From an optimization exercise on the open Yosys and OpenROAD flow, aimed at small area, a short achievable clock period and few clock cycles per item; shortcuts taken in it are not production practice. In this exercise RTL edits were held to simulation tests only and were not proved equivalent to the original. No activity file was given, so power comes from the tool's default toggle rates.

**flow/run.sh**
```bash
#!/bin/bash
# synth_recipe.tcl (not shown) runs the flow's synth.tcl, then flattens the netlist and writes it again
# the make line also repeats each setting of config.mk as NAME=value (left out here)
make -C /OpenROAD-flow-scripts/flow DESIGN_CONFIG=/design/flow/config.mk WORK_HOME=/design/flow/orfs CLKGATE_MAP_FILE= SYNTH_SCRIPT=/design/flow/synth_recipe.tcl finish
```
**flow/config.mk**
```make
export PLATFORM = sky130hd
export DESIGN_NAME = dual_stream_merge
export DESIGN_NICKNAME = dual_stream_merge
export VERILOG_FILES = /design/flow/design.v
export SDC_FILE = /design/flow/constraint.sdc
export NUM_CORES = 4
export LEC_CHECK = 0
export CAP_MARGIN = 20
export CORE_MARGIN = 2
export CORE_UTILIZATION = 60
export CTS_CLUSTER_DIAMETER = 100
export CTS_CLUSTER_SIZE = 30
export SETUP_SLACK_MARGIN = 2.5
export SLEW_MARGIN = 20
export TNS_END_PERCENT = 5
```
**flow/constraint.sdc**
```tcl
create_clock -name core_clock -period 4.5 [get_ports {clk_i}]
set_input_delay 0.9000 -clock core_clock [delete_from_list [all_inputs] [get_ports {clk_i}]]
set_output_delay 0.9000 -clock core_clock [all_outputs]
set_load 0.01 [all_outputs]
```
**flow/design.v**
```verilog
package stream_merge_pkg;
    typedef logic [64-1:0] in_word_t;
    typedef logic [32-1:0] out_half_t;
    typedef logic chan_id_t;  
    typedef struct packed {
        chan_id_t  chan;     
        logic      hi_half;  
        out_half_t data;
    } merge_beat_t;
endpackage
module dual_stream_merge (
    input  logic                                 clk_i,
    input  logic                                 rst_n_i,
    input  logic [1:0]                           wr_valid_i,
    input  logic [2*64-1:0]            wr_data_i,   
    output logic [1:0]                           wr_ready_o,
    output logic [2*($clog2(16)+1)-1:0] wr_free_o,  
    input  logic                                 out_ready_i,
    output logic                                 out_valid_o,
    output logic [32+1:0]             out_beat_o   
);
    localparam int W  = 64;
    localparam int H  = 32;
    localparam int D  = 16;
    localparam int AW = $clog2(16);
    localparam int FW = AW + 1;
    logic         ov_q;    
    logic         oc_q;    
    logic [1:0]   lo_q;    
    logic [H-1:0] hd_q;    
    logic         ovo_q;
    logic         oco_q;
    logic         oho_q;
    logic [H-1:0] odo_q;
    logic [D-1:0]  wsel_q [2];  
    logic [D-1:0]  rsel_q [2];  
    logic [FW-1:0] free_q [2];  
    logic [1:0]    rdy_q;       
    logic [1:0]    ne_q;        
    logic [1:0]    one_q;       
    logic [1:0]    top_q;       
    logic [FW-1:0] freeo_q [2];  
    logic [1:0]    rdyo_q;       
    logic [D-1:0]  rsel_n [2];
    logic [D-1:0]  s_q [2][2];  
    logic [W-1:0] mem [2][D];
    logic       load;    
    logic       cont;    
    logic       nsel;    
    logic       nval;    
    logic [1:0] push;
    logic [1:0] adv;     
    logic [H-1:0] nd;
    logic [1:0]   ne_n;
    logic [1:0]   lo_n;
    logic         oc_n;
    function automatic logic [FW-1:0] inc(input logic [FW-1:0] x);
        for (int k = 0; k < FW; k++) begin
            inc[k] = x[k] ^ ((x & FW'((1 << k) - 1)) == FW'((1 << k) - 1));
        end
    endfunction
    function automatic logic [FW-1:0] dec(input logic [FW-1:0] x);
        for (int k = 0; k < FW; k++) begin
            dec[k] = x[k] ^ (~|(x & FW'((1 << k) - 1)));
        end
    endfunction
    assign load = !ov_q || out_ready_i;
    assign cont = lo_q[0] || lo_q[1];
    always_comb begin
        if (ne_q[0] && ne_q[1]) begin
            nsel = !oc_q;
        end else begin
            nsel = ne_q[1];
        end
    end
    assign nval = cont || ne_q[0] || ne_q[1];
    for (genvar c = 0; c < 2; c++) begin : g_chan
        logic [FW-1:0] free_n;
        logic          rdy_n, one_n, top_n;
        logic [FW-1:0] freeo_n;
        logic          rdyo_n;
        logic [D-1:0]  wsel_n;
        assign push[c] = wr_valid_i[c] && rdy_q[c];
        assign adv[c]  = out_ready_i && lo_q[c];
        always_comb begin
            free_n = free_q[c];
            rdy_n  = rdy_q[c];
            ne_n[c] = ne_q[c];
            one_n  = one_q[c];
            top_n  = top_q[c];
            if (push[c] && !adv[c]) begin
                free_n = dec(free_q[c]);
                rdy_n  = !one_q[c];
                ne_n[c] = 1'b1;
                one_n  = free_q[c] == FW'(2);
                top_n  = free_q[c] == FW'(D);
            end else if (adv[c] && !push[c]) begin
                free_n = inc(free_q[c]);
                rdy_n  = 1'b1;
                ne_n[c] = !top_q[c];
                one_n  = !rdy_q[c];
                top_n  = free_q[c] == FW'(D-2);
            end
        end
        logic [FW-1:0] freeo;
        assign freeo = freeo_q[c] ^ {1'b1, {FW-1{1'b0}}};
        always_comb begin
            freeo_n = freeo;
            rdyo_n  = !rdyo_q[c];
            if (push[c] && !adv[c]) begin
                freeo_n = dec(freeo);
                rdyo_n  = freeo != FW'(1);
            end else if (adv[c] && !push[c]) begin
                freeo_n = inc(freeo);
                rdyo_n  = 1'b1;
            end
        end
        always_comb begin
            if (!rdy_q[c]) begin
                wsel_n = adv[c] ? rsel_q[c] : '0;
            end else if (push[c]) begin
                wsel_n = rdy_n ? {wsel_q[c][D-2:0], wsel_q[c][D-1]} : '0;
            end else begin
                wsel_n = wsel_q[c];
            end
        end
        always_ff @(posedge clk_i or negedge rst_n_i) begin
            if (!rst_n_i) begin
                free_q[c]  <= FW'(D);
                rdy_q[c]   <= 1'b1;
                ne_q[c]    <= 1'b0;
                one_q[c]   <= 1'b0;
                top_q[c]   <= 1'b0;
                freeo_q[c] <= '0;
                rdyo_q[c]  <= 1'b0;
                wsel_q[c]  <= D'(1);
                rsel_q[c]  <= D'(1);
            end else begin
                free_q[c]  <= free_n;
                rdy_q[c]   <= rdy_n;
                ne_q[c]    <= ne_n[c];
                one_q[c]   <= one_n;
                top_q[c]   <= top_n;
                freeo_q[c] <= freeo_n ^ {1'b1, {FW-1{1'b0}}};
                rdyo_q[c]  <= !rdyo_n;
                wsel_q[c]  <= wsel_n;
                rsel_q[c]  <= rsel_n[c];
            end
        end
        assign rsel_n[c] = adv[c] ? {rsel_q[c][D-2:0], rsel_q[c][D-1]} : rsel_q[c];
        for (genvar i = 0; i < D; i++) begin : g_ent
            always_ff @(posedge clk_i) begin
                if (wsel_q[c][i]) begin
                    mem[c][i] <= wr_data_i[c*W +: W];
                end
            end
        end
        assign wr_ready_o[c]         = !rdyo_q[c];
        assign wr_free_o[c*FW +: FW] = freeo;
    end
    always_comb begin
        lo_n = lo_q;
        oc_n = oc_q;
        if (load) begin
            lo_n = '0;
            if (!cont && nval) begin
                oc_n = nsel;
                lo_n = {nsel, !nsel};
            end
        end
    end
    logic cont_n, nsel_n;
    assign cont_n = lo_n[0] || lo_n[1];
    assign nsel_n = (ne_n[0] && ne_n[1]) ? !oc_n : ne_n[1];
    always_ff @(posedge clk_i) begin
        for (int c = 0; c < 2; c++) begin
            s_q[c][1] <= rsel_n[c] & {D{lo_n[c]}};
            s_q[c][0] <= rsel_n[c] & {D{!cont_n && (nsel_n == c)}};
        end
    end
    always_comb begin
        nd = '0;
        for (int c = 0; c < 2; c++) begin
            for (int h = 0; h < 2; h++) begin
                for (int i = 0; i < D; i++) begin
                    nd = nd | (mem[c][i][h*H +: H] & {H{s_q[c][h][i]}});
                end
            end
        end
    end
    always_ff @(posedge clk_i or negedge rst_n_i) begin
        if (!rst_n_i) begin
            ov_q  <= 1'b0;
            oc_q  <= 1'b1;  
            lo_q  <= '0;
            ovo_q <= 1'b0;
            oco_q <= 1'b0;
            oho_q <= 1'b0;
        end else begin
            if (load) begin
                ov_q <= nval;
            end
            lo_q <= lo_n;
            oc_q <= oc_n;
            if (!ovo_q || out_ready_i) begin
                ovo_q <= nval;
                if (cont) begin
                    oho_q <= 1'b1;
                end else if (nval) begin
                    oho_q <= 1'b0;
                    oco_q <= nsel;
                end
            end
        end
    end
    always_ff @(posedge clk_i) begin
        if (load && nval) begin
            hd_q <= nd;
        end
        odo_q <= load ? nd : hd_q;
    end
    assign out_valid_o = ovo_q;
    assign out_beat_o  = {oco_q, oho_q, odo_q};
endmodule
```
==> results.cfg, run 1 <==
[outcome]
outcome = no timing/DRC/antenna violations

[clock_tree]
clk_latency_ns = 0.77
hold_buffers = 0
numCtsBuffers = 85
cts_tree = yes
cts.sinks = 2277
clk_pin_slew_worst_paths_ns = 0.11
htreeDepth = 3
cts_buffer_depth = 3
root_buffer = clkbuf_16

[route]
drc = 0
num_vias = 51200
ant_nets = 0
drt-pass1-iter-count = 10
drtIter0Drc = 10600
avgRoutedWirePerCell_um = 52.2
viasPerCell = 8.11
routed_wl_mm = 330

[logic_synthesis]
synth_area_leaders = edfxtp_1 77%, a221oi_1 5.6%, a22o_1 5.6%
syn_area_per_cell_um2 = 19.6
synth_seq_cells = 2277
syn-instance-count = 4114
synth_nets = 4261
yosysWarnings = 8
synth_area_um2 = 80700
ys.flop_type = edfxtp_1
yosysUniqueCellTypes = 48
ys_async_sr_fraction = 0.0444
yosysTopAreaCell = edfxtp_1
ys_seq_area_frac = 0.829
synth_top_area_share = 0.774
synth_edf_count = 2080

[sta]
setup-tns-final_ns = 0
setup_viol = 0
finalCritPeriodShare = 0.543
rsz0062_at_grt = yes
tightestPinTransition_ns = 1.26
maxSlewViolCount = 0
finClkSkew_ns = 0.0286
max_freq_ghz = 0.409
fin_crit_ns = 2.44
finalHoldViolCount = 0
relSlewSlack = 0.158

[setup_path]
crit_slowest_cell = or4_1
cp-end-kind = flip-flop
critical_path_class = reg -> reg
crit_chain = buf_8 > a22o_1 > a221oi_1 > nand4_1 > or4_1 > mux2_2
startpoint_type = flip-flop
critPathLaunch = s_q[1][15]
crit_family = simple AND/OR/NAND/NOR gates
crit_arrival_ns = 3.10
crit_buf_inv = 1
cp.required_ns = 5.16
cp_max_fo = 15
cpPeakStageDelay_ns = 0.60
rr_startpoint = s_q[1][15]

[pwr]
p_leak_nw = 30.1
switching_power_mw = 6.65
p_sw_frac = 0.198
seq_power_share = 0.686
clkPwrFrac = 0.301
peakVddDrop_mv = 0.323
combPwrFrac = 0.014
internal_power_mw = 26.9
power_density_nw_per_um2 = 366

[run]
maxCapViolCount = 0

[final_layout]
area_growth_syn_to_layout_pct = 13.6
final_layout_size_suffix_gt1_frac = 0.156
register_area_um2 = 67300
final_area_um2 = 91700
instances_no_fill = 6313
multi_input_area_um2 = 13200
final_common_cell = edfxtp_1
final_cell_mix = 2080 x edfxtp_1, 512 x a22o_1, 435 x a221oi_1, 140 x buf_4, 130 x nand4_1
nets = 4596
fillCellCount = 8639

[floorplanning]
dieArea_um2 = 138000
die_h_um = 371
num_rows = 134
io_pins = 180
start_util = 0.605
coreArea_um2 = 133000
die_x_um = 371

[hold_path]
hp-class = in -> async

[placed_design]
io_buffers = 179
gp_congestion = 0.825
placed_cells = 5944
placed_cell_area_um2 = 85200
dpl.hpwl_mm = 151

[global_routing]
grt_pass1_vias = 46600
gr-total-overflow = 0
track_usage = 0.481
antenna_found_initial = 26
grt_pass1_wl_mm = 431
grt_max_degree = 65
==> final timing paths <==
check / to / slack [ns] / cells past startpoint
worst max-delay path: odo_q[21] / 2.06 / 6
worst min-delay path: async pin / 0.19 / 1
max in group asynchronous: free_q[1][4] / 3.45 / 2
worst min register to register: rdy_q[1] / 0.44 / 1
min in group core_clock: rdy_q[1] / 0.44 / 1
worst max register to register: odo_q[21] / 2.06 / 6
==> power by group through the flow <==
stage / Combinational (mW) / Clock, mW / Sequential (mW)
after detailed placement: 0.443 / 0 / 23.5
after global placement: 0.439 / 0 / 23.5
after CTS: 0.443 / 9.98 / 23.0
final: 0.458 / 10.1 / 23.0
after global routing: 0.472 / 10.6 / 23.0
after floorplan: 0.00423 / 0 / 23.5
==> kinds of logic (layout without fill, tap and decap cells) <==
group,after synthesis,after routing,synth area share
XOR/XNOR,11,11,0.00119
AND/OR/NAND/NOR,316,316,0.0224
adder cells (fa/ha/maj),14,14,0.00217
other,0,28,0
multiplexers,70,70,0.00924
flip-flops,2277,2277,0.829
AO/OA/AOI/OAI,1102,1102,0.119
buffers and inverters,324,727,0.0173
==> cells in the mapped netlist, drive strengths merged (14+ instances only) <==
cell    number
a22o       512
mux2        36
nand4      130
mux2i       34
edfxtp    2080
or4         32
clkbuf     120
ha          14
a221oi     513
dfrtp       92
buf        117
nand2       24
a21oi       14
dfxtp       96
inv         87
nor2        85
a222oi      34
==> repair_timing <==
item	CTS	global route
cloned	12	2
pin swaps	30	20
buffers inserted	153	19
endpoints found under the setup margin	443	411
endpoints found under the hold margin	0	0
resized for setup	325	66
==> per-stage QoR <==
| step | hold slack (ns) | power, mW | setup slack [ns] | util |
|---|---|---|---|---|
| 2_1_floorplan | 0.393 | 23.5 | 1.81 | - |
| 3_3_place_gp | 0.422 | 23.9 | 0.973 | 0.638 |
| 3_5_place_dp | 0.421 | 23.9 | 0.886 | 0.638 |
| 4_1_cts | 0.191 | 33.4 | 2.12 | 0.683 |
| 5_1_grt | 0.229 | 34.1 | 2.06 | 0.687 |
| 6_report | 0.186 | 33.5 | 2.06 | 0.687 |
==> area by class of cell <==
cell class / instances / area share
antenna: 28 / 0.000764
clock buffer: 154 / 0.0269
clock inverter: 1 / 0.0000546
inverter: 87 / 0.00362
multi-input combinational: 1513 / 0.144
sequential: 2277 / 0.734
tap: 1768 / 0.0241
timing repair buffer: 485 / 0.0664
==> layer usage <==
layer	vias to the layer above	global-route usage	share of wire
li1	18200	-	-
met1	26400	0.632	0.33
met2	5412	0.679	0.43
met3	1173	0.182	0.17
met4	30	0.305	0.076
met5	-	0	0.00061
==> flip-flops by register name, indices dropped and copies added (netlist names), 8 cells and up, named ones only <==
name and cells:
free_q 10, odo_q 32, s_q 64, mem 2048
rsel_q 32, hd_q 32, wsel_q 32, freeo_q 8
Testbench counts, summed over its fixed seeds: cycles 6,160, beats 6,144.
==> run 2, diff against run 1 <==
==> flow/flow/run.sh (new file) <==
#!/bin/bash
# The standard layout, with plain buf_4 cells as the port buffers in place of
# the delay cells ORFS's buffer_ports picks by default.
set -euo pipefail
echo 'export BUFFER_PORTS_ARGS = -buffer_cell sky130_fd_sc_hd__buf_4' >> config.mk
bash standard.sh finish > standard_flow.log 2>&1
==> flow/standard.sh (new file) <==
#!/bin/bash
# synth_recipe.tcl (not shown) runs the flow's synth.tcl, then flattens the netlist and writes it again
# the make line also repeats each setting of config.mk as NAME=value (left out here)
make -C /OpenROAD-flow-scripts/flow DESIGN_CONFIG=/design/flow/config.mk WORK_HOME=/design/flow/orfs CLKGATE_MAP_FILE= SYNTH_SCRIPT=/design/flow/synth_recipe.tcl "${@:-finish}"
--- a/flow/config.mk
+++ b/flow/config.mk
@@ -8,5 +8,5 @@
 export CAP_MARGIN = 20
 export CORE_MARGIN = 2
-export CORE_UTILIZATION = 60
+export CORE_UTILIZATION = 70
 export CTS_CLUSTER_DIAMETER = 100
 export CTS_CLUSTER_SIZE = 30
@@ -14,2 +14,3 @@
 export SLEW_MARGIN = 20
 export TNS_END_PERCENT = 5
+export BUFFER_PORTS_ARGS = -buffer_cell sky130_fd_sc_hd__buf_4
removed: flow/run.sh
==> run 2 against run 1 <==
Net effect: routed wire length decreased by 5.9%; clock-buffer cell count decreased by 3; sequential cell count unchanged; global-route usage increased by 4.8 points; via count increased by 1.5%; cell area decreased by 0.65%; largest power group unchanged; first-iteration DRC count increased by 9.3%; clock power about the same; cell count decreased by 4.5%; fmax increased by 0.16%.
==> results.cfg, run 2 <==
[global_routing]
antenna_found_initial = 28
gr-total-overflow = 0
grt_pass1_wl_mm = 409
grt_max_degree = 73
grt_pass1_vias = 47900
track_usage = 0.529

[logic_synthesis]
synth_area_um2 = 80700
synth_seq_cells = 2277
synth_edf_count = 2080
ys_seq_area_frac = 0.829
yosysTopAreaCell = edfxtp_1
synth_common_cells = 2080 x edfxtp_1, 513 x a221oi_1, 512 x a22o_1
syn-instance-count = 4114
ys_async_sr_fraction = 0.0444
syn_area_per_cell_um2 = 19.6
ys.flop_type = edfxtp_1
synth_most_common_cell = edfxtp_1
synth_nets = 4261
synth_top_area_share = 0.774
synth_area_leaders = edfxtp_1 77%, a221oi_1 5.6%, a22o_1 5.6%
yosysUniqueCellTypes = 48
yosysWarnings = 8

[pwr]
power_density_nw_per_um2 = 366
post-layout-total-power_mw = 33.4
peakVddDrop_mv = 0.338
p_leak_nw = 30.1

[route]
num_vias = 52000
drtIter0Drc = 11600
ant_nets = 0
viasPerCell = 8.62
routed_wl_mm = 310
drc = 0
avgRoutedWirePerCell_um = 51.5
drt-pass1-iter-count = 9

[final_layout]
utilization = 0.797
largest_reg_flops = 2048
final_layout_size_suffix_gt1_frac = 0.202
largest_register = mem
reg_top3 = mem (2048), s_q (64)
instances_no_fill = 6028
area_growth_syn_to_layout_pct = 12.8
final_area_um2 = 91100
nets = 4568
final_common_cell = edfxtp_1
final_cell_mix = 2080 x edfxtp_1, 511 x a22o_1, 379 x a221oi_1, 311 x buf_4, 133 x a221oi_2

[setup_path]
crit_slowest_cell = dfrtp_4
cp-end-kind = flip-flop
rr_startpoint = wsel_q[0][6]
crit_chain = buf_4
cpPeakStageDelay_ns = 1.03
crit_family = flip-flops
reg2reg_depth = 1
crit_buf_inv = 1
cp_max_fo = 36
critical_path_class = reg -> reg
startpoint_type = flip-flop
cp.required_ns = 4.87
crit_arrival_ns = 2.81
r2r_slack_ns = 2.06
r2r_end = mem[6][43]

[placed_design]
gp_congestion = 0.837
placed_cells = 5684
placed_cell_area_um2 = 84200
io_buffers = 179
dpl.hpwl_mm = 139

[sta]
rsz0062_at_grt = yes
maxSlewViolCount = 0
finClkSkew_ns = 0.0515
max_freq_ghz = 0.410
finalHoldViolCount = 0
setup-tns-final_ns = 0
setup_viol = 0
finalCritPeriodShare = 0.542
tightestPinTransition_ns = 1.35
relSlewSlack = 0.0973
fin_crit_ns = 2.44

[clock_tree]
cts_buffer_depth = 3
numCtsBuffers = 85
htreeDepth = 3
cts_tree = yes
cts.sinks = 2277
hold_buffers = 0
root_buffer = clkbuf_16
clk_latency_ns = 0.77
clk_pin_slew_worst_paths_ns = 0.11

[floorplanning]
die_h_um = 344
coreArea_um2 = 114000
io_pins = 180
die_x_um = 344
start_util = 0.706
dieArea_um2 = 118000
num_rows = 124

[outcome]
outcome = no timing/DRC/antenna violations

[run]
maxCapViolCount = 0

[hold_path]
hp-class = in -> async
-- run 2: worst max-delay path by stage --
stage	endpoint	startpoint	depth (start not counted)	slack, ns
2_1_floorplan	s_q[2][10]	out_ready_i	12	1.81
3_3_place_gp	s_q[0][5]	out_ready_i	6	1.48
3_5_place_dp	s_q[0][10]	out_ready_i	6	1.50
4_1_cts	odo_q[11]	s_q[3][5]	6	2.21
5_1_grt	odo_q[11]	s_q[0][3]	6	2.09
6_report	mem[6][43]	wsel_q[0][6]	1	2.06
-- run 2: layout make-up --
cell class,count,area [um^2]
Sequential cell,2277,67200
Fill cell,5782,23200
Multi-Input combinational cell,1513,13600
Timing Repair Buffer,457,5500
Clock buffer,151,2440
Tap cell,1512,1890
Inverter,87,332
Antenna cell,26,65.1
Clock inverter,5,47.5
-- run 2: power breakdown --
group	total, mW	leakage, nW	internal, mW	switching (mW)
sequential	23.0	20.7	23.0	0.000000000000000937
combinational	0.418	8.22	0.0802	0.338
clock	9.95	1.18	3.76	6.19
-- run 2: cell families after synthesis --
family / share of synthesized area
multiplexers: 0.00924
adder cells (fa/ha/maj): 0.00217
AND/OR/NAND/NOR: 0.0224
XOR/XNOR: 0.00119
flip-flops: 0.829
AO/OA/AOI/OAI: 0.119
buffers and inverters: 0.0173
-- run 2: routing by layer --
layer  GRT usage  share of wire
met5     0.00521         0.0010
met1       0.684           0.29
met4       0.371          0.096
met2       0.714           0.40
met3       0.245           0.21
-- run 2: repair_timing --
item	4_1_cts	5_1_grt
cloned	26	2
pin swaps	39	19
resized for setup	420	49
setup buffers	105	29
endpoints found under the setup margin	684	710
endpoints found under the hold margin	0	0
-- run 2: metrics by stage --
stage	hold slack [ns]	worst slack [ns]
5_1_grt	0.385	2.09
3_3_place_gp	0.409	1.48
4_1_cts	0.311	2.21
2_1_floorplan	0.393	1.81
6_report	0.289	2.06
3_5_place_dp	0.411	1.50
==> run 3, diff against run 2 <==
--- a/flow/design.v
+++ b/flow/design.v
@@ -28,5 +28,4 @@
     logic         oc_q;    
     logic [1:0]   lo_q;    
-    logic [H-1:0] hd_q;    
     logic         ovo_q;
     logic         oco_q;
@@ -180,9 +179,9 @@
     end
     always_comb begin
-        nd = '0;
+        nd = odo_q & {H{!load}};
         for (int c = 0; c < 2; c++) begin
             for (int h = 0; h < 2; h++) begin
                 for (int i = 0; i < D; i++) begin
-                    nd = nd | (mem[c][i][h*H +: H] & {H{s_q[c][h][i]}});
+                    nd = nd | (mem[c][i][h*H +: H] & {H{s_q[c][h][i] && load}});
                 end
             end
@@ -215,8 +214,5 @@
     end
     always_ff @(posedge clk_i) begin
-        if (load && nval) begin
-            hd_q <= nd;
-        end
-        odo_q <= load ? nd : hd_q;
+        odo_q <= nd;
     end
     assign out_valid_o = ovo_q;
==> run 3 against run 2 <==
Net effect: clock power is 2.8% lower; die area fell by 1.6%; routed wire length decreased by 2.1%; first-iteration DRC count up 5.8%; sequential share of layout area is 1.7 points higher; core utilization is 1.6 points lower; sequential cell count decreased by 32; worst setup slack improved by 0.024 ns; total power is 1.8% lower; critical endpoint is now mem[23][37].
==> results.cfg, run 3 <==
[logic_synthesis]
synth_edf_count = 2048
synth_area_leaders = edfxtp_1 77%, a22oi_1 6.0%, dfrtp_1 2.9%
synth_common_cells = 2048 x edfxtp_1, 632 x a22oi_1, 175 x a22o_1
ys.flop_type = edfxtp_1
synthXorXnorAreaFrac = 0.00110
synth_mux_area_frac = 0.00485
yosysUniqueCellTypes = 47
synth_area_um2 = 79400
ys_async_sr_fraction = 0.0450
yosysWarnings = 8
synth_top_area_share = 0.775
synth_seq_cells = 2245
ys_seq_area_frac = 0.831
yosys.area_share.adder = 0.00221
synth_compound_area_frac = 0.113
synth_most_common_cell = edfxtp_1
synth_nets = 4400
synth_top_family_by_area = compound AO/OA/AOI/OAI gates
synth-simple-area-share = 0.0318
syn-instance-count = 4253
syn_area_per_cell_um2 = 18.7
yosysTopAreaCell = edfxtp_1

[placed_design]
io_buffers = 179
place_ws_ns = 1.07
placed_cell_area_um2 = 83100
gp_congestion = 0.877
placed_cells = 5812
dpl.hpwl_mm = 148

[setup_path]
crit_chain = buf_4
reg2reg_depth = 1
critPathLaunch = wsel_q[1][7]
crit_family = flip-flops
cp-end-kind = flip-flop
critical_path_class = reg -> reg
crit_slowest_cell = dfrtp_4
cp_max_fo = 41
crit_buf_inv = 1
rr_startpoint = wsel_q[1][7]
cpPeakStageDelay_ns = 1.24
crit_arrival_ns = 2.77
startpoint_type = flip-flop
cp.required_ns = 4.86
r2r_slack_ns = 2.09
r2r_end = mem[23][37]

[route]
drtIter0Drc = 12200
avgRoutedWirePerCell_um = 49.5
ant_nets = 0
routed_wl_mm = 304
viasPerCell = 8.43
drt-pass1-iter-count = 14
drc = 0
num_vias = 51800

[pwr]
p_sw_frac = 0.194
power_density_nw_per_um2 = 373
peakVddDrop_mv = 0.362
combPwrFrac = 0.013
clkPwrFrac = 0.295
p_leak_nw = 28.8
seq_power_share = 0.692
internal_power_mw = 26.4
post-layout-total-power_mw = 32.8
switching_power_mw = 6.35

[global_routing]
track_usage = 0.518
grt_pass1_vias = 47500
grt_max_degree = 71
gr-total-overflow = 0
grt_pass1_wl_mm = 399
antenna_found_initial = 26

[clock_tree]
cts_tree = yes
cts_buffer_depth = 3
clk_pin_slew_worst_paths_ns = 0.12
root_buffer = clkbuf_16
hold_buffers = 0
htreeDepth = 3
numCtsBuffers = 84
clk_latency_ns = 0.74
cts.sinks = 2245

[sta]
setup_viol = 0
maxSlewViolCount = 0
finalCritPeriodShare = 0.537
tightestPinTransition_ns = 1.30
timing.hold.ws_ns = 0.298
finClkSkew_ns = 0.0384
fin_ws_ns = 2.09
fin_crit_ns = 2.41
rsz0062_at_grt = yes
finalHoldViolCount = 0
setup-tns-final_ns = 0
relSlewSlack = 0.134
max_freq_ghz = 0.414

[floorplanning]
start_util = 0.706
io_pins = 180
coreArea_um2 = 112000
dieArea_um2 = 116000
die_h_um = 341
num_rows = 123
die_x_um = 341

[final_layout]
largest_register = mem
reg_top3 = mem (2048), s_q (64)
utilization = 0.781
instances_no_fill = 6142
area_growth_syn_to_layout_pct = 10.6
fillCellCount = 6039
register_area_um2 = 66300
final_area_um2 = 87800
final_cell_mix = 2048 x edfxtp_1, 632 x a22oi_1, 364 x buf_4, 175 x a22o_1, 153 x nand4_1
final_layout_size_suffix_gt1_frac = 0.160
final_common_cell = edfxtp_1
multi_input_area_um2 = 12600
nets = 4710
largest_reg_flops = 2048

[outcome]
outcome = no timing/DRC/antenna violations

[run]
maxCapViolCount = 0

[hold_path]
hp-class = in -> async
==> run 3: cell types whose count changed after synthesis, sizes merged, moves of 28 or more <==
cell and change:
a21oi +28, a221oi -353, a222oi +30, a22o -337, a22oi +630, buf -50, clkbuf +51, edfxtp -32
mux2 -32, nand3 +76, nor2 +43, nor3 +43, or4 -31
==> run 3: routing by layer <==
layer | up-vias | share of wire | GRT usage | wire length, um
li1 | 18300 | - | - | -
met2 | 6607 | 0.41 | 0.710 | 126000
met1 | 25200 | 0.28 | 0.672 | 86200
met5 | - | 0.0012 | 0.0167 | 372
met3 | 1617 | 0.22 | 0.234 | 65400
met4 | 34 | 0.085 | 0.348 | 25900
==> run 3: repair_timing <==
| item | in CTS | in global routing |
|---|---|---|
| setup buffers | 48 | 113 |
| cloned | 2 | 2 |
| endpoints found under the setup margin | 696 | 615 |
| gates resized for setup | 110 | 74 |
| pin swaps | 4 | 15 |
==> run 3: final cells by class <==
type                       count  area share
antenna                       29    0.000826
clock buffer                 134      0.0268
clock inverter                 2    0.000185
inverter                      86     0.00373
multi-input combinational   1687       0.143
sequential                  2245       0.755
tap                         1500      0.0214
timing repair buffer         459      0.0491
==> run 3: how the worst max path moves through the flow <==
| stage | slack [ns] | to | cells after the start |
|---|---|---|---|
| finish | 2.09 | mem[23][37] | 1 |
| global route | 2.27 | wr_free_o[9] | 2 |
| CTS | 2.28 | wr_free_o[4] | 2 |
| global placement | 1.16 | s_q[2][9] | 7 |
| floorplan | 1.86 | s_q[2][10] | 12 |
| detailed placement | 1.07 | s_q[2][10] | 7 |
==> run 3: kinds of logic (layout without fill, tap and decap cells) <==
logic type	after synthesis	after routing
buf+inv	324	681
xor+xnor	10	10
simple gates	487	490
mux	38	38
other cells	0	29
fa+ha+maj	14	14
compound gates	1135	1135
flops	2245	2245
==> run 3: power groups by stage <==
stage,Combinational [mW],Clock [mW],Sequential [mW]
3_5_place_dp,0.403,0,23.2
5_1_grt,0.435,10.2,22.7
4_1_cts,0.403,9.50,22.7
6_report,0.420,9.67,22.7
2_1_floorplan,0.00390,0,23.2
3_3_place_gp,0.397,0,23.2
Testbench counts of run 3, summed over its fixed seeds: cycles 6,160, beats 6,144.
==> run 4, diff against run 3 <==
--- a/flow/design.v
+++ b/flow/design.v
@@ -33,4 +33,5 @@
     logic [H-1:0] odo_q;
     logic [D-1:0]  wsel_q [2];  
+    logic [D-1:0]  wselh_q [2];  
     logic [D-1:0]  rsel_q [2];  
     logic [FW-1:0] free_q [2];  
@@ -79,5 +80,5 @@
         logic [FW-1:0] freeo_n;
         logic          rdyo_n;
-        logic [D-1:0]  wsel_n;
+        logic [D-1:0]  wsel_n, wselh_n;
         assign push[c] = wr_valid_i[c] && rdy_q[c];
         assign adv[c]  = out_ready_i && lo_q[c];
@@ -124,4 +125,13 @@
             end
         end
+        always_comb begin
+            if (!rdy_q[c]) begin
+                wselh_n = adv[c] ? rsel_q[c] : '0;
+            end else if (push[c]) begin
+                wselh_n = rdy_n ? {wselh_q[c][D-2:0], wselh_q[c][D-1]} : '0;
+            end else begin
+                wselh_n = wselh_q[c];
+            end
+        end
         always_ff @(posedge clk_i or negedge rst_n_i) begin
             if (!rst_n_i) begin
@@ -134,4 +144,5 @@
                 rdyo_q[c]  <= 1'b0;
                 wsel_q[c]  <= D'(1);
+                wselh_q[c] <= D'(1);
                 rsel_q[c]  <= D'(1);
             end else begin
@@ -144,4 +155,5 @@
                 rdyo_q[c]  <= !rdyo_n;
                 wsel_q[c]  <= wsel_n;
+                wselh_q[c] <= wselh_n;
                 rsel_q[c]  <= rsel_n[c];
             end
@@ -151,5 +163,8 @@
             always_ff @(posedge clk_i) begin
                 if (wsel_q[c][i]) begin
-                    mem[c][i] <= wr_data_i[c*W +: W];
+                    mem[c][i][H-1:0] <= wr_data_i[c*W +: H];
+                end
+                if (wselh_q[c][i]) begin
+                    mem[c][i][W-1:H] <= wr_data_i[c*W+H +: H];
                 end
             end
==> run 4 against run 3 <==
Net effect: worst setup slack better by 0.060 ns; cell area up 1.1%; sequential cell count up 32; worst hold slack worse by 0.13 ns; register-to-register slack better by 0.06 ns; cell count up 1.3%; sequential power about the same; via count up 6.7%; fmax up 2.5%; clock skew down 0.0039 ns; critical path type unchanged; critical endpoint is now mem[7][24]; largest cell class unchanged.
==> results.cfg, run 4 <==
[sta]
relSlewSlack = 0.0552
max_freq_ghz = 0.425
finClkSkew_ns = 0.0344
tightestPinTransition_ns = 1.42
fin_crit_ns = 2.36
finalHoldViolCount = 0
rsz0062_at_grt = yes
timing.hold.ws_ns = 0.169
setup-tns-final_ns = 0
setup_viol = 0
finalCritPeriodShare = 0.523
maxSlewViolCount = 0

[placed_design]
dpl.hpwl_mm = 171
gp_congestion = 0.900
io_buffers = 179

[logic_synthesis]
synth_edf_count = 2048
yosysTopAreaCell = edfxtp_1
yosysUniqueCellTypes = 51
ys.flop_type = edfxtp_1
synth_seq_cells = 2277
ys_seq_area_frac = 0.827
synth_common_cells = 2048 x edfxtp_1, 651 x a22oi_1, 184 x clkbuf_1
synth_area_leaders = edfxtp_1 76%, a22oi_1 6.1%, dfrtp_1 3.8%
synth_area_um2 = 80700
syn-instance-count = 4335
synth_most_common_cell = edfxtp_1
ys_async_sr_fraction = 0.0584
yosysWarnings = 9
synth_top_area_share = 0.762
synth_nets = 4482
syn_area_per_cell_um2 = 18.6

[clock_tree]
root_buffer = clkbuf_16
hold_buffers = 0
cts_tree = yes
cts.sinks = 2277
cts_buffer_depth = 3
htreeDepth = 3
numCtsBuffers = 85
clk_latency_ns = 0.75
clk_pin_slew_worst_paths_ns = 0.11

[setup_path]
crit_slowest_cell = dfrtp_2
reg2reg_depth = 1
cpPeakStageDelay_ns = 1.28
r2r_end = mem[7][24]
critical_path_class = reg -> reg
rr_startpoint = wsel_q[0][7]
startpoint_type = flip-flop
cp_max_fo = 19
crit_arrival_ns = 2.73
crit_chain = buf_4
r2r_slack_ns = 2.14
crit_buf_inv = 1
crit_family = flip-flops
cp.required_ns = 4.87
cp-end-kind = flip-flop

[global_routing]
grt_pass1_wl_mm = 434
antenna_found_initial = 19
gr-total-overflow = 0
track_usage = 0.568
grt_pass1_vias = 49700
grt_max_degree = 82

[final_layout]
final_common_cell = edfxtp_1
reg_top3 = mem (2048), s_q (64)
final_layout_size_suffix_gt1_frac = 0.158
nets = 4758
utilization = 0.777
fillCellCount = 6216
largest_reg_flops = 2048
final_cell_mix = 2048 x edfxtp_1, 651 x a22oi_1, 356 x buf_4, 164 x a22o_1, 152 x nand4_1
area_growth_syn_to_layout_pct = 9.98
largest_register = mem

[floorplanning]
dieArea_um2 = 118000
io_pins = 180
num_rows = 124
die_x_um = 344
start_util = 0.706
coreArea_um2 = 114000
die_h_um = 344

[outcome]
outcome = no timing/DRC/antenna violations

[route]
drc = 0
num_vias = 55300
routed_wl_mm = 336
drtIter0Drc = 13000
viasPerCell = 8.88
ant_nets = 0
avgRoutedWirePerCell_um = 54.1
drt-pass1-iter-count = 7

[pwr]
peakVddDrop_mv = 0.308
power_density_nw_per_um2 = 375
p_leak_nw = 29.0
post-layout-total-power_mw = 33.3

[run]
maxCapViolCount = 0

[hold_path]
hp-class = in -> async
-- run 4: changes by cell type in the layout (fill, tap and decap cells not counted), moves of 11 or more --
cell	delta
buf_12	-16
and2_1	+34
a221o_1	+64
a22oi_1	+19
a21oi_1	+14
a22o_1	-11
a222oi_1	-33
inv_1	-28
dfrtp_2	+37
-- run 4: area by class of cell --
class / instances / area (um^2) / area share
Multi-Input combinational cell: 1753 / 13100 / 0.147
Clock buffer: 145 / 2440 / 0.0274
Inverter: 56 / 213 / 0.00240
Sequential cell: 2277 / 67100 / 0.756
Tap cell: 1512 / 1890 / 0.0213
Clock inverter: 1 / 5.00 / 0.0000564
Timing Repair Buffer: 438 / 3960 / 0.0445
Antenna cell: 39 / 97.6 / 0.00110
-- run 4: how the worst max path moves through the flow --
| stage | start | to | cells past startpoint | slack [ns] |
|---|---|---|---|---|
| detailed placement | out_ready_i | s_q[2][2] | 7 | 0.99 |
| CTS | flip-flop | wr_free_o[9] | 2 | 2.25 |
| floorplan | out_ready_i | s_q[2][10] | 12 | 1.82 |
| global placement | out_ready_i | s_q[2][15] | 7 | 1.01 |
| global route | flip-flop | wr_free_o[9] | 2 | 2.24 |
| finish | wsel_q[0][7] | mem[7][24] | 1 | 2.14 |
-- run 4: per-stage QoR --
step / cell area (um^2) / instances / setup WS [ns]
after floorplan: 80900 / 4335 / 1.82
after global placement: 84300 / 5911 / 1.01
after detailed placement: 84300 / 5911 / 0.992
after CTS: 87200 / 6085 / 2.25
after global routing: 88700 / 6183 / 2.24
final: 88800 / 6221 / 2.14
-- run 4: logic make-up after synthesis --
kind of cell               share of synthesized area
DFF                                            0.827
AOI/OAI and AO/OA                              0.115
and+or+nand+nor                               0.0352
buffers and inverters                         0.0150
muxes                                        0.00463
adders and majority gates                    0.00217
xor gates and xnor gates                     0.00119
-- run 4: layer usage --
| metal | track usage | wire [um] | vias to the layer above |
|---|---|---|---|
| met1 | 0.714 | 93500 | 26300 |
| met5 | 0.0104 | 353 | - |
| met2 | 0.751 | 132000 | 8015 |
| met3 | 0.326 | 77500 | 2261 |
| li1 | - | - | 18600 |
| met4 | 0.376 | 33300 | 21 |
-- run 4: what timing repair did --
action / in CTS / in global routing
pin swaps: 9 / 7
endpoints found under the setup margin: 352 / 339
buffers inserted: 27 / 94
gates cloned: 1 / 1
resized for setup: 64 / 147
-- run 4: where the power goes --
| part | total (mW) | internal [mW] | switching, mW |
|---|---|---|---|
| Combinational | 0.442 | 0.0809 | 0.361 |
| Sequential | 23.0 | 23.0 | 0.00000000000000191 |
| Clock | 9.92 | 3.76 | 6.16 |
| Total | 33.3 | 26.8 | 6.52 |
Testbench counts of run 4, summed over its fixed seeds: cycles 6,160, beats 6,144.
==> run 5, diff against run 4 <==
==> flow/run.sh (new file) <==
#!/bin/bash
# synth_recipe.tcl (not shown) runs the flow's synth.tcl, then flattens the netlist and writes it again
# the make line also repeats each setting of config.mk as NAME=value (left out here)
make -C /OpenROAD-flow-scripts/flow DESIGN_CONFIG=/design/flow/config.mk WORK_HOME=/design/flow/orfs CLKGATE_MAP_FILE= SYNTH_SCRIPT=/design/flow/synth_recipe.tcl finish
--- a/flow/config.mk
+++ b/flow/config.mk
@@ -8,5 +8,5 @@
 export CAP_MARGIN = 20
 export CORE_MARGIN = 2
-export CORE_UTILIZATION = 70
+export CORE_UTILIZATION = 60
 export CTS_CLUSTER_DIAMETER = 100
 export CTS_CLUSTER_SIZE = 30
@@ -14,3 +14,2 @@
 export SLEW_MARGIN = 20
 export TNS_END_PERCENT = 5
-export BUFFER_PORTS_ARGS = -buffer_cell sky130_fd_sc_hd__buf_4
removed: flow/flow/run.sh
removed: flow/standard.sh
==> run 5 against run 4 <==
Net effect: total power is 0.61% higher; still clean on timing, DRC and antenna; combinational power is 6.1% higher; register-to-register slack hardly changed; global-route usage is 5.5 points lower; largest cell class unchanged; worst setup slack worse by 0.013 ns; synthesized cell count stayed put; via count is 1.7% lower; first-iteration DRC count is 3.8% lower; highest routed layer unchanged; critical endpoint is now odo_q[6]; die area is 16% higher.
==> results.cfg, run 5 <==
[clock_tree]
htreeDepth = 3
clk_pin_slew_worst_paths_ns = 0.12
cts_buffer_depth = 3
cts_tree = yes
cts.sinks = 2277
root_buffer = clkbuf_16
clk_latency_ns = 0.76
numCtsBuffers = 85

[setup_path]
r2r_slack_ns = 2.13
reg2reg_depth = 5
cp_max_fo = 17
cp-end-kind = flip-flop
cp.required_ns = 5.16
critical_path_class = reg -> reg
crit_arrival_ns = 3.03
startpoint_type = flip-flop
rr_startpoint = s_q[3][9]
r2r_end = odo_q[6]

[final_layout]
area_growth_syn_to_layout_pct = 10.6
largest_reg_flops = 2048
final_layout_size_suffix_gt1_frac = 0.131
final_area_um2 = 89300
reg_top3 = mem (2048), s_q (64)
final_cell_mix = 2048 x edfxtp_1, 651 x a22oi_1, 182 x buf_4, 164 x a22o_1, 152 x nand4_1
utilization = 0.669
largest_register = mem
final_common_cell = edfxtp_1
nets = 4745
fillCellCount = 9037

[sta]
relSlewSlack = 0.0691
finalHoldViolCount = 0
maxSlewViolCount = 0
finalCritPeriodShare = 0.526
setup_viol = 0
fin_ws_ns = 2.13
rsz0062_at_grt = yes
setup-tns-final_ns = 0
tightestPinTransition_ns = 1.40
fin_crit_ns = 2.37
finClkSkew_ns = 0.0254
max_freq_ghz = 0.422

[route]
drtIter0Drc = 12500
routed_wl_mm = 355
drt-pass1-iter-count = 9
ant_nets = 0
avgRoutedWirePerCell_um = 55.0
viasPerCell = 8.41
num_vias = 54300
drc = 0

[logic_synthesis]
ys.flop_type = edfxtp_1
ys_async_sr_fraction = 0.0584
synth_area_leaders = edfxtp_1 76%, a22oi_1 6.1%, dfrtp_1 3.8%
yosysWarnings = 9
yosysTopAreaCell = edfxtp_1
syn_area_per_cell_um2 = 18.6
synth_nets = 4482
ys_seq_area_frac = 0.827
syn-instance-count = 4335
yosysUniqueCellTypes = 51
synth_area_um2 = 80700
synth_most_common_cell = edfxtp_1
synth_common_cells = 2048 x edfxtp_1, 651 x a22oi_1, 184 x clkbuf_1
synth_top_area_share = 0.762
synth_seq_cells = 2277
synth_edf_count = 2048

[floorplanning]
die_h_um = 371
io_pins = 180
num_rows = 134
coreArea_um2 = 133000
dieArea_um2 = 138000
start_util = 0.605
die_x_um = 371

[pwr]
p_sw_frac = 0.200
seq_power_share = 0.685
p_leak_nw = 28.7
combPwrFrac = 0.014
peakVddDrop_mv = 0.333
clkPwrFrac = 0.301
switching_power_mw = 6.69
internal_power_mw = 26.8
power_density_nw_per_um2 = 375

[placed_design]
placed_cell_area_um2 = 85200
dpl.hpwl_mm = 179
io_buffers = 179
gp_congestion = 0.874
place_ws_ns = 0.339

[run]
maxCapViolCount = 0

[global_routing]
grt_pass1_vias = 48300
track_usage = 0.513
gr-total-overflow = 0
grt_max_degree = 71
grt_pass1_wl_mm = 455
antenna_found_initial = 27

[outcome]
outcome = no timing/DRC/antenna violations

[hold_path]
hp-class = in -> async
run 5: cell counts after synthesis:
Identical to the previous run, type by type.
run 5: timing repair:
item / CTS / global route
hold buffers: 0 / 0
setup buffers: 28 / 86
gates resized for setup: 268 / 107
setup endpoints to repair: 241 / 180
cloned: 3 / 0
pin swaps: 9 / 7
run 5: area by class of cell:
| class | count | area [um^2] | share of cell area |
|---|---|---|---|
| Clock inverter | 1 | 5.00 | 0.0000560 |
| Multi-Input combinational cell | 1755 | 13000 | 0.146 |
| Inverter | 56 | 213 | 0.00238 |
| Tap cell | 1768 | 2210 | 0.0248 |
| Timing Repair Buffer | 423 | 4020 | 0.0450 |
| Sequential cell | 2277 | 67300 | 0.753 |
| Clock buffer | 144 | 2430 | 0.0273 |
| Antenna cell | 36 | 90.1 | 0.00101 |
run 5: worst max-delay path, stage by stage (launching register included):
cell and delay [ns]:
dfxtp_4 0.60, a22o_1 0.32, a221oi_1 0.31, nand4_1 0.20, or4_1 0.50, o32a_1 0.34
run 5: kinds of logic (layout without fill, tap and decap cells):
family | count (synthesis) | after routing | share of synthesized area
adders and majority gates | 14 | 14 | 0.00217
and+or+nand+nor | 524 | 526 | 0.0352
AOI/OAI and AO/OA | 1167 | 1167 | 0.115
DFF | 2277 | 2277 | 0.827
xor gates and xnor gates | 11 | 11 | 0.00119
other | 0 | 36 | 0
buffers and inverters | 305 | 624 | 0.0150
muxes | 37 | 37 | 0.00463
run 5: how the worst max path moves through the flow:
stage	from	to	slack [ns]	cells after the start
finish	s_q[3][9]	odo_q[6]	2.13	5
detailed placement	out_ready_i	wselh_q[1][13]	0.34	7
global route	s_q[3][9]	odo_q[6]	2.17	5
global placement	out_ready_i	wsel_q[1][6]	0.45	7
floorplan	out_ready_i	s_q[2][10]	1.82	12
CTS	flip-flop	wr_free_o[4]	2.23	2
run 5: metal layers:
layer,track usage,wire length (um),vias up
met5,0.00455,481,-
met4,0.299,28400,33
met3,0.239,71300,1548
met2,0.697,144000,6820
met1,0.678,112000,27300
li1,-,-,18600
run 5: per-stage QoR:
| step | total power [mW] | std cells | hold slack, ns |
|---|---|---|---|
| after floorplan | 23.5 | 4335 | 0.394 |
| after global placement | 23.9 | 6161 | 0.427 |
| after detailed placement | 23.9 | 6162 | 0.432 |
| after CTS | 33.3 | 6338 | 0.135 |
| after global routing | 34.0 | 6427 | 0.157 |
| final | 33.5 | 6460 | 0.0944 |
run 5: power groups by stage:
stage / Combinational, mW / Sequential (mW) / Clock [mW]
6_report: 0.469 / 23.0 / 10.1
5_1_grt: 0.484 / 23.0 / 10.5
4_1_cts: 0.455 / 23.0 / 9.89
3_5_place_dp: 0.454 / 23.5 / 0
3_3_place_gp: 0.448 / 23.5 / 0
2_1_floorplan: 0.00390 / 23.5 / 0
==> run 6, diff against run 5 <==
--- a/flow/config.mk
+++ b/flow/config.mk
@@ -11,5 +11,5 @@
 export CTS_CLUSTER_DIAMETER = 100
 export CTS_CLUSTER_SIZE = 30
-export SETUP_SLACK_MARGIN = 2.5
+export SETUP_SLACK_MARGIN = 2.35
 export SLEW_MARGIN = 20
-export TNS_END_PERCENT = 5
+export TNS_END_PERCENT = 100
==> run 6 against run 5 <==
Net effect: first-iteration DRC count increased by 8.5%; synthesized area did not move; sequential cell count stayed put; core utilization fell by 0.052 points; via count up 0.23%; worst hold slack improved by 0.063 ns; synthesized cell count unchanged; clock-buffer cell count rose by 5.
==> results.cfg, run 6 <==
[sta]
maxSlewViolCount = 0
finalCritPeriodShare = 0.506
rsz0062_at_grt = yes
setup_viol = 0
relSlewSlack = 0.101
tightestPinTransition_ns = 1.35
finalHoldViolCount = 0
setup-tns-final_ns = 0
finClkSkew_ns = 0.0259
max_freq_ghz = 0.439
fin_crit_ns = 2.28

[pwr]
peakVddDrop_mv = 0.291
clkPwrFrac = 0.301
switching_power_mw = 6.68
power_density_nw_per_um2 = 376
internal_power_mw = 26.8
post-layout-total-power_mw = 33.5
combPwrFrac = 0.014
seq_power_share = 0.685
p_leak_nw = 28.6
p_sw_frac = 0.199

[global_routing]
antenna_found_initial = 21
grt_pass1_wl_mm = 461
grt_max_degree = 83
grt_pass1_vias = 48400
track_usage = 0.522
gr-total-overflow = 0

[logic_synthesis]
synth_nets = 4482
yosysUniqueCellTypes = 51
synth_common_cells = 2048 x edfxtp_1, 651 x a22oi_1, 184 x clkbuf_1
ys_seq_area_frac = 0.827
synth_edf_count = 2048
synth_most_common_cell = edfxtp_1
synth_area_leaders = edfxtp_1 76%, a22oi_1 6.1%, dfrtp_1 3.8%
synth_seq_cells = 2277
yosysTopAreaCell = edfxtp_1
yosysWarnings = 9
ys_async_sr_fraction = 0.0584
ys.flop_type = edfxtp_1
syn-instance-count = 4335
synth_area_um2 = 80700
synth_top_area_share = 0.762
syn_area_per_cell_um2 = 18.6

[setup_path]
rr_startpoint = wselh_q[1][15]
crit_chain = inv_2 > buf_6
cpPeakStageDelay_ns = 0.43
crit_arrival_ns = 1.38
r2r_end = mem[31][43]
cp.required_ns = 3.60
critical_path_class = reg -> out
startpoint_type = flip-flop
reg2reg_depth = 1
r2r_slack_ns = 2.24
cp_max_fo = 4
cp-end-kind = output pin
crit_slowest_cell = dfrtp_1

[floorplanning]
coreArea_um2 = 133000
die_h_um = 371
num_rows = 134
io_pins = 180
start_util = 0.605
dieArea_um2 = 138000
die_x_um = 371

[route]
drc = 0
ant_nets = 0
drtIter0Drc = 13600
drt-pass1-iter-count = 7
num_vias = 54400
avgRoutedWirePerCell_um = 56.0
routed_wl_mm = 360
viasPerCell = 8.46

[placed_design]
dpl.hpwl_mm = 182
io_buffers = 179
gp_congestion = 0.901

[final_layout]
final_cell_mix = 2048 x edfxtp_1, 651 x a22oi_1, 164 x a22o_1, 164 x buf_4, 152 x nand4_1
reg_top3 = mem (2048), s_q (64)
largest_register = mem
final_layout_size_suffix_gt1_frac = 0.128
largest_reg_flops = 2048
fillCellCount = 9006
nets = 4724
area_growth_syn_to_layout_pct = 10.5
final_common_cell = edfxtp_1

[run]
maxCapViolCount = 0

[clock_tree]
htreeDepth = 3
clk_pin_slew_worst_paths_ns = 0.11
cts_buffer_depth = 3
clk_latency_ns = 0.76
numCtsBuffers = 85
root_buffer = clkbuf_16
cts.sinks = 2277
cts_tree = yes
hold_buffers = 0

[hold_path]
hp-class = in -> async

[outcome]
outcome = no timing/DRC/antenna violations
==> run 6: cell types whose count changed in the layout (fill, tap and decap cells not counted), sizes merged <==
cell / previous run / this run
clkdlybuf4s15: 14 / 0
diode: 36 / 26
buf: 277 / 272
clkbuf: 145 / 150
and2: 36 / 34
bufbuf: 0 / 1
clkdlybuf4s18: 1 / 0
==> run 6: power groups by stage <==
stage	logic (mW)	registers (mW)	clock network, mW
2_1_floorplan	0.00390	23.5	0
6_report	0.468	23.0	10.1
3_3_place_gp	0.449	23.5	0
3_5_place_dp	0.453	23.5	0
5_1_grt	0.481	23.0	10.6
4_1_cts	0.452	23.0	9.89
==> run 6: layout make-up <==
cell class | instances | area, um^2 | share of cell area
flip-flops and latches | 2277 | 67300 | 0.754
multi-input cells | 1753 | 13000 | 0.146
repair buffers | 404 | 3960 | 0.0443
clock buffers | 149 | 2450 | 0.0275
well taps | 1768 | 2210 | 0.0248
inverters | 56 | 215 | 0.00241
diodes | 26 | 65.1 | 0.000729
clock inverters | 1 | 5.00 | 0.0000561
==> run 6: stage by stage <==
| stage | std cells | hold WS (ns) | utilization | cell area, um^2 | setup WS, ns |
|---|---|---|---|---|---|
| floorplan | 4335 | 0.393 | - | 81100 | 1.83 |
| global placement | 6163 | 0.427 | 0.639 | 85300 | 0.768 |
| detailed placement | 6163 | 0.438 | 0.639 | 85300 | 0.686 |
| CTS | 6363 | 0.187 | 0.663 | 88500 | 2.21 |
| global route | 6413 | 0.243 | 0.668 | 89200 | 2.19 |
| finish | 6434 | 0.157 | 0.669 | 89200 | 2.22 |
==> run 6: per-layer routing <==
layer,GRT usage,share of wire,vias up
li1,-,-,18500
met3,0.224,0.20,1521
met1,0.696,0.31,27500
met5,0,0.00026,-
met2,0.709,0.41,6820
met4,0.324,0.080,14
==> run 6: how the worst max path moves through the flow <==
stage	start	endpoint	slack (ns)
after floorplan	out_ready_i	s_q[2][10]	1.83
after CTS	flip-flop	wr_free_o[9]	2.21
final	flip-flop	wr_free_o[9]	2.22
after global routing	flip-flop	wr_free_o[9]	2.19
after global placement	out_ready_i	wselh_q[0][7]	0.77
after detailed placement	out_ready_i	wselh_q[1][14]	0.69
==> run 6: critical path, delay by kind of cell, from the launching register on <==
kind,cells,cell delay [ns]
DFF,1,0.43
buffers and inverters,2,0.19
==> run 6: logic make-up (layout without fill, tap and decap cells) <==
logic type | count (synthesis) | after routing | share of synthesized area
flops | 2277 | 2277 | 0.827
compound gates | 1167 | 1167 | 0.115
simple gates | 524 | 524 | 0.0352
buf+inv | 305 | 610 | 0.0150
mux | 37 | 37 | 0.00463
xor+xnor | 11 | 11 | 0.00119
fa+ha+maj | 14 | 14 | 0.00217
other cells | 0 | 26 | 0
==> run 6: what timing repair did <==
action | in CTS | in global routing
buffers inserted | 49 | 44
cloned | 1 | 1
resized for setup | 363 | 58
pin swaps | 6 | 4
endpoints found under the setup margin | 193 | 75
endpoints found under the hold margin | 0 | 0
==> run 7, diff against run 6 <==
--- a/flow/design.v
+++ b/flow/design.v
@@ -33,5 +33,4 @@
     logic [H-1:0] odo_q;
     logic [D-1:0]  wsel_q [2];  
-    logic [D-1:0]  wselh_q [2];  
     logic [D-1:0]  rsel_q [2];  
     logic [FW-1:0] free_q [2];  
@@ -80,5 +79,5 @@
         logic [FW-1:0] freeo_n;
         logic          rdyo_n;
-        logic [D-1:0]  wsel_n, wselh_n;
+        logic [D-1:0]  wsel_n;
         assign push[c] = wr_valid_i[c] && rdy_q[c];
         assign adv[c]  = out_ready_i && lo_q[c];
@@ -125,13 +124,4 @@
             end
         end
-        always_comb begin
-            if (!rdy_q[c]) begin
-                wselh_n = adv[c] ? rsel_q[c] : '0;
-            end else if (push[c]) begin
-                wselh_n = rdy_n ? {wselh_q[c][D-2:0], wselh_q[c][D-1]} : '0;
-            end else begin
-                wselh_n = wselh_q[c];
-            end
-        end
         always_ff @(posedge clk_i or negedge rst_n_i) begin
             if (!rst_n_i) begin
@@ -144,5 +134,4 @@
                 rdyo_q[c]  <= 1'b0;
                 wsel_q[c]  <= D'(1);
-                wselh_q[c] <= D'(1);
                 rsel_q[c]  <= D'(1);
             end else begin
@@ -155,5 +144,4 @@
                 rdyo_q[c]  <= !rdyo_n;
                 wsel_q[c]  <= wsel_n;
-                wselh_q[c] <= wselh_n;
                 rsel_q[c]  <= rsel_n[c];
             end
@@ -163,8 +151,5 @@
             always_ff @(posedge clk_i) begin
                 if (wsel_q[c][i]) begin
-                    mem[c][i][H-1:0] <= wr_data_i[c*W +: H];
-                end
-                if (wselh_q[c][i]) begin
-                    mem[c][i][W-1:H] <= wr_data_i[c*W+H +: H];
+                    mem[c][i] <= wr_data_i[c*W +: W];
                 end
             end
==> run 7 against run 6 <==
Net effect: global-route usage is 5.5 points lower; largest cell class unchanged; still clean; clock-buffer cell count is 6 lower; synthesized area is 1.7% lower; total power is 1.4% lower; die area is 1.6% lower; combinational power is 4% lower.
==> results.cfg, run 7 <==
[global_routing]
gr-total-overflow = 0
track_usage = 0.467
antenna_found_initial = 25
grt_pass1_wl_mm = 418
grt_pass1_vias = 46200
grt_max_degree = 67

[floorplanning]
die_x_um = 368
coreArea_um2 = 131000
num_rows = 133
io_pins = 180
start_util = 0.604
die_h_um = 368
dieArea_um2 = 135000

[logic_synthesis]
yosysTopAreaCell = edfxtp_1
synth_top_area_share = 0.775
synth_seq_cells = 2245
synth_common_cells = 2048 x edfxtp_1, 632 x a22oi_1, 175 x a22o_1
synth_most_common_cell = edfxtp_1
ys.flop_type = edfxtp_1
yosysWarnings = 8
synth_area_leaders = edfxtp_1 77%, a22oi_1 6.0%, dfrtp_1 2.9%
syn-instance-count = 4253
ys_async_sr_fraction = 0.0450
synth_area_um2 = 79400
synth_nets = 4400
yosysUniqueCellTypes = 47
syn_area_per_cell_um2 = 18.7
synth_edf_count = 2048
ys_seq_area_frac = 0.831

[sta]
max_freq_ghz = 0.447
finalHoldViolCount = 0
fin_crit_ns = 2.24
finalCritPeriodShare = 0.497
relSlewSlack = 0.138
rsz0062_at_grt = yes
maxSlewViolCount = 0
setup_viol = 0
finClkSkew_ns = 0.0318
tightestPinTransition_ns = 1.29
fin_ws_ns = 2.26
setup-tns-final_ns = 0

[setup_path]
crit_buf_inv = 1
cp-end-kind = flip-flop
crit_arrival_ns = 2.62
crit_chain = buf_4
startpoint_type = flip-flop
critical_path_class = reg -> reg
cpPeakStageDelay_ns = 1.22
r2r_slack_ns = 2.26
crit_slowest_cell = dfrtp_4
cp.required_ns = 4.88
cp_max_fo = 39
crit_family = flip-flops

[final_layout]
largest_register = mem
final_cell_mix = 2048 x edfxtp_1, 632 x a22oi_1, 175 x a22o_1, 160 x buf_4, 157 x a221oi_1
nets = 4657
final_layout_size_suffix_gt1_frac = 0.121
final_area_um2 = 88000
utilization = 0.670
reg_top3 = mem (2048), s_q (64)
largest_reg_flops = 2048
area_growth_syn_to_layout_pct = 10.9
final_common_cell = edfxtp_1

[clock_tree]
cts_tree = yes
clk_latency_ns = 0.75
cts_buffer_depth = 3
cts.sinks = 2245
hold_buffers = 0
htreeDepth = 3
numCtsBuffers = 84
clk_pin_slew_worst_paths_ns = 0.11
root_buffer = clkbuf_16

[placed_design]
gp_congestion = 0.835
placed_cell_area_um2 = 83700
dpl.hpwl_mm = 150
io_buffers = 179
place_ws_ns = 0.729

[route]
drtIter0Drc = 12000
avgRoutedWirePerCell_um = 50.6
wl_met3_mm = 58.7
drt-pass1-iter-count = 9
ant_nets = 0
top_signal_layer_used = met5
drc = 0
wl_met2_mm = 137
viasPerCell = 8.04
routed_wl_mm = 321
drt-met1-wl_mm = 102
num_vias = 51100

[pwr]
power_density_nw_per_um2 = 375
p_leak_nw = 28.4
peakVddDrop_mv = 0.345

[run]
maxCapViolCount = 0

[hold_path]
hp-class = in -> async

[outcome]
outcome = no timing/DRC/antenna violations
run 7: timing repair:
| item | 4_1_cts | 5_1_grt |
|---|---|---|
| gates resized for setup | 284 | 39 |
| pin swaps | 6 | 4 |
| endpoints found under the setup margin | 322 | 116 |
| buffers inserted | 66 | 60 |
| cloned | 0 | 1 |
run 7: path summary, 6_finish.rpt:
check                                    from            end  cells past startpoint
worst max-delay path            wsel_q[0][10]    mem[10][26]                      1
worst min-delay path                  rst_n_i  freeo_q[0][1]                      1
worst max register to register  wsel_q[0][10]    mem[10][26]                      1
worst min register to register       one_q[0]       rdy_q[0]                      1
max in group asynchronous             rst_n_i  wsel_q[0][10]                      2
min in group core_clock              one_q[0]       rdy_q[0]                      1
run 7: final cells by class:
class | instances | area, um^2
inverters | 86 | 328
repair buffers | 408 | 4240
diodes | 28 | 70.1
well taps | 1755 | 2200
fillers | 8890 | 43400
clock inverters | 1 | 30.0
flip-flops and latches | 2245 | 66400
clock buffers | 143 | 2430
multi-input cells | 1685 | 12400
run 7: where the power goes:
group	internal [mW]	total (mW)	switching (mW)
sequential	22.7	22.7	0.00000000000000206
combinational	0.101	0.450	0.349
clock	3.81	9.92	6.11
total	26.6	33.0	6.46
run 7: per-layer routing:
layer / track usage / up-vias
li1: - / 18300
met1: 0.643 / 26000
met2: 0.668 / 5745
met3: 0.153 / 1119
met4: 0.251 / 14
met5: 0 / -
run 7: logic make-up (layout without fill, tap and decap cells):
logic type,after synthesis,count (layout),share of synthesized area
flip-flops,2245,2245,0.831
AO/OA/AOI/OAI,1135,1135,0.113
AND/OR/NAND/NOR,487,488,0.0318
buffers and inverters,324,638,0.0162
multiplexers,38,38,0.00485
adder cells (fa/ha/maj),14,14,0.00221
XOR/XNOR,10,10,0.00110
other,0,28,0
run 7: per-stage QoR:
stage               std cells  power, mW  hold WS [ns]
floorplan                4253       23.2         0.393
global placement         6050       23.6         0.420
detailed placement       6051       23.6         0.407
CTS                      6261       32.9         0.284
global route             6332       33.6         0.313
finish                   6351       33.0         0.242
Testbench counts of run 7, summed over its fixed seeds: cycles 6,160, beats 6,144.
==> run 8, diff against run 7 <==
--- a/flow/config.mk
+++ b/flow/config.mk
@@ -11,5 +11,5 @@
 export CTS_CLUSTER_DIAMETER = 100
 export CTS_CLUSTER_SIZE = 30
-export SETUP_SLACK_MARGIN = 2.35
+export SETUP_SLACK_MARGIN = 2.5
 export SLEW_MARGIN = 20
-export TNS_END_PERCENT = 100
+export TNS_END_PERCENT = 5
==> run 8 against run 7 <==
Net effect: still clean; total power down 0.31%; first-iteration DRC count fell by 6.3%; fmax is 6.3% lower; non-clock buffer count shrank 31; synthesized area is the same; global-route usage decreased by 1.0 points; cell count fell by 0.60%; combinational power hardly changed; critical path type unchanged.
==> results.cfg, run 8 <==
[floorplanning]
io_pins = 180
coreArea_um2 = 131000
start_util = 0.604
dieArea_um2 = 135000
die_x_um = 368
die_h_um = 368
num_rows = 133

[final_layout]
area_growth_syn_to_layout_pct = 10.3
final_layout_size_suffix_gt1_frac = 0.115
largest_register = mem
utilization = 0.666
final_cell_mix = 2048 x edfxtp_1, 632 x a22oi_1, 175 x a22o_1, 158 x a221oi_1, 153 x nand4_1
largest_reg_flops = 2048
final_common_cell = edfxtp_1
fillCellCount = 8796
instances_no_fill = 6313
final_area_um2 = 87500
nets = 4627
reg_top3 = mem (2048), s_q (64)

[setup_path]
startpoint_type = flip-flop
critical_path_class = reg -> reg
crit_buf_inv = 1
crit_arrival_ns = 2.78
cp-end-kind = flip-flop
r2r_slack_ns = 2.11
crit_family = flip-flops
crit_slowest_cell = dfrtp_4
cpPeakStageDelay_ns = 1.26
cp.required_ns = 4.89
crit_chain = buf_4
cp_max_fo = 42

[global_routing]
antenna_found_initial = 20
grt_max_degree = 81
track_usage = 0.457
gr-total-overflow = 0
grt_pass1_wl_mm = 411
grt_pass1_vias = 46100

[logic_synthesis]
syn-instance-count = 4253
yosysTopAreaCell = edfxtp_1
syn_area_per_cell_um2 = 18.7
synth_most_common_cell = edfxtp_1
synth_common_cells = 2048 x edfxtp_1, 632 x a22oi_1, 175 x a22o_1
yosysUniqueCellTypes = 47
synth_edf_count = 2048
synth_area_um2 = 79400
ys_seq_area_frac = 0.831
synth_seq_cells = 2245
synth_top_area_share = 0.775
synth_area_leaders = edfxtp_1 77%, a22oi_1 6.0%, dfrtp_1 2.9%
ys.flop_type = edfxtp_1
ys_async_sr_fraction = 0.0450
yosysWarnings = 8
synth_nets = 4400

[sta]
relSlewSlack = 0.114
finalCritPeriodShare = 0.531
setup_viol = 0
finalHoldViolCount = 0
setup-tns-final_ns = 0
max_freq_ghz = 0.418
rsz0062_at_grt = yes
fin_ws_ns = 2.11
fin_crit_ns = 2.39
finClkSkew_ns = 0.0410
timing.hold.ws_ns = 0.188
tightestPinTransition_ns = 1.33
maxSlewViolCount = 0

[route]
drtIter0Drc = 11200
drt-pass1-iter-count = 8
viasPerCell = 7.97
num_vias = 50300
drc = 0
routed_wl_mm = 314
avgRoutedWirePerCell_um = 49.8
ant_nets = 0

[placed_design]
dpl.hpwl_mm = 150
place_ws_ns = 0.908
io_buffers = 179
gp_congestion = 0.824
placed_cells = 6049
placed_cell_area_um2 = 83800

[clock_tree]
numCtsBuffers = 84
cts.sinks = 2245
clk_latency_ns = 0.76
root_buffer = clkbuf_16
htreeDepth = 3
cts_buffer_depth = 3
clk_pin_slew_worst_paths_ns = 0.12
cts_tree = yes

[run]
maxCapViolCount = 0

[pwr]
p_leak_nw = 28.1
peakVddDrop_mv = 0.469
post-layout-total-power_mw = 32.9
power_density_nw_per_um2 = 376

[outcome]
outcome = no timing/DRC/antenna violations

[hold_path]
hp-class = in -> async
[run 8: cells by family after synthesis]
kind of cell    share of synthesized area
mux                               0.00485
fa+ha+maj                         0.00221
buf+inv                            0.0162
flops                               0.831
xor+xnor                          0.00110
compound gates                      0.113
simple gates                       0.0318
[run 8: power breakdown]
| part | internal, mW | switching, mW |
|---|---|---|
| Clock | 3.69 | 6.13 |
| Combinational | 0.101 | 0.346 |
| Sequential | 22.7 | 0.00000000000000203 |
| Total | 26.5 | 6.47 |
[run 8: worst paths after layout]
| check | from | to | cells after the start |
|---|---|---|---|
| setup / recovery | wsel_q[0][13] | mem[13][10] | 1 |
| hold / removal | rst_n_i | free_q[1][1] | 1 |
| setup reg to reg | wsel_q[0][13] | mem[13][10] | 1 |
| hold reg to reg | one_q[0] | rdy_q[0] | 1 |
| max in group asynchronous | rst_n_i | rsel_q[0][0] | 2 |
| min in group core_clock | one_q[0] | rdy_q[0] | 1 |
[run 8: layer usage]
metal / track usage / up-vias / part of all wire
li1: - / 18200 / -
met1: 0.642 / 25800 / 0.33
met2: 0.653 / 5349 / 0.43
met3: 0.151 / 1020 / 0.18
met4: 0.216 / 22 / 0.062
met5: 0 / - / 0.0010
[run 8: timing repair]
| item | CTS | global route |
|---|---|---|
| setup buffers | 52 | 46 |
| gates cloned | 1 | 1 |
| resized for setup | 244 | 64 |
| setup endpoints to repair | 601 | 561 |
| pin swaps | 5 | 4 |
| hold buffers | 0 | 0 |
[run 8: final cells by class]
class / count / area (um^2) / share of cell area
antenna: 19 / 47.5 / 0.000543
clock buffer: 143 / 2390 / 0.0273
clock inverter: 2 / 16.3 / 0.000186
inverter: 86 / 328 / 0.00374
multi-input combinational: 1686 / 12400 / 0.142
sequential: 2245 / 66400 / 0.758
tap: 1755 / 2200 / 0.0251
timing repair buffer: 377 / 3770 / 0.0431

[what the ideal ports hide]
In the flow no input, the clock included, has a driving cell. The finished layouts below were timed again as built, in two steps.
Step 1: set_driving_cell puts a clkbuf_16 on clk_i and a buf_2 on each other input, an assumption about the parent block.
Step 2 times the ports against the registers' clock, not the clock port: input delays grow and output delays shrink by t, the midpoint of the rising clock arrivals with the driver on.
Slacks: ideal / step 1 / step 2; pairs: ideal / step 1.
run | t (ns) | slack for setup (ns) | worst slew at a driven data input, ns | cell pins on the clock port's net
run 1 | 0.842 | 2.057 / 2.034 / 1.632 | 0.15 | 1
run 2 | 0.826 | 2.061 / 2.057 / 1.673 | 0.20 | 1
run 3 | 0.798 | 2.085 / 2.085 / 1.812 | 0.14 | 1
run 4 | 0.815 | 2.145 / 2.145 / 1.797 | 0.20 | 1
run 5 | 0.845 | 2.132 / 2.132 / 1.538 | 0.18 | 1
run 6 | 0.837 | 2.223 / 2.138 / 1.699 | 0.15 | 1
run 7 | 0.810 | 2.262 / 2.193 / 1.674 | 0.17 | 1
run 8 | 0.833 | 2.110 / 2.110 / 1.612 | 0.15 | 1
After both steps setup and hold are still met in every run listed. For run 5, which loses most, drivers alone change the setup slack by 0.000 ns; drivers and shift together by -0.594 ns.
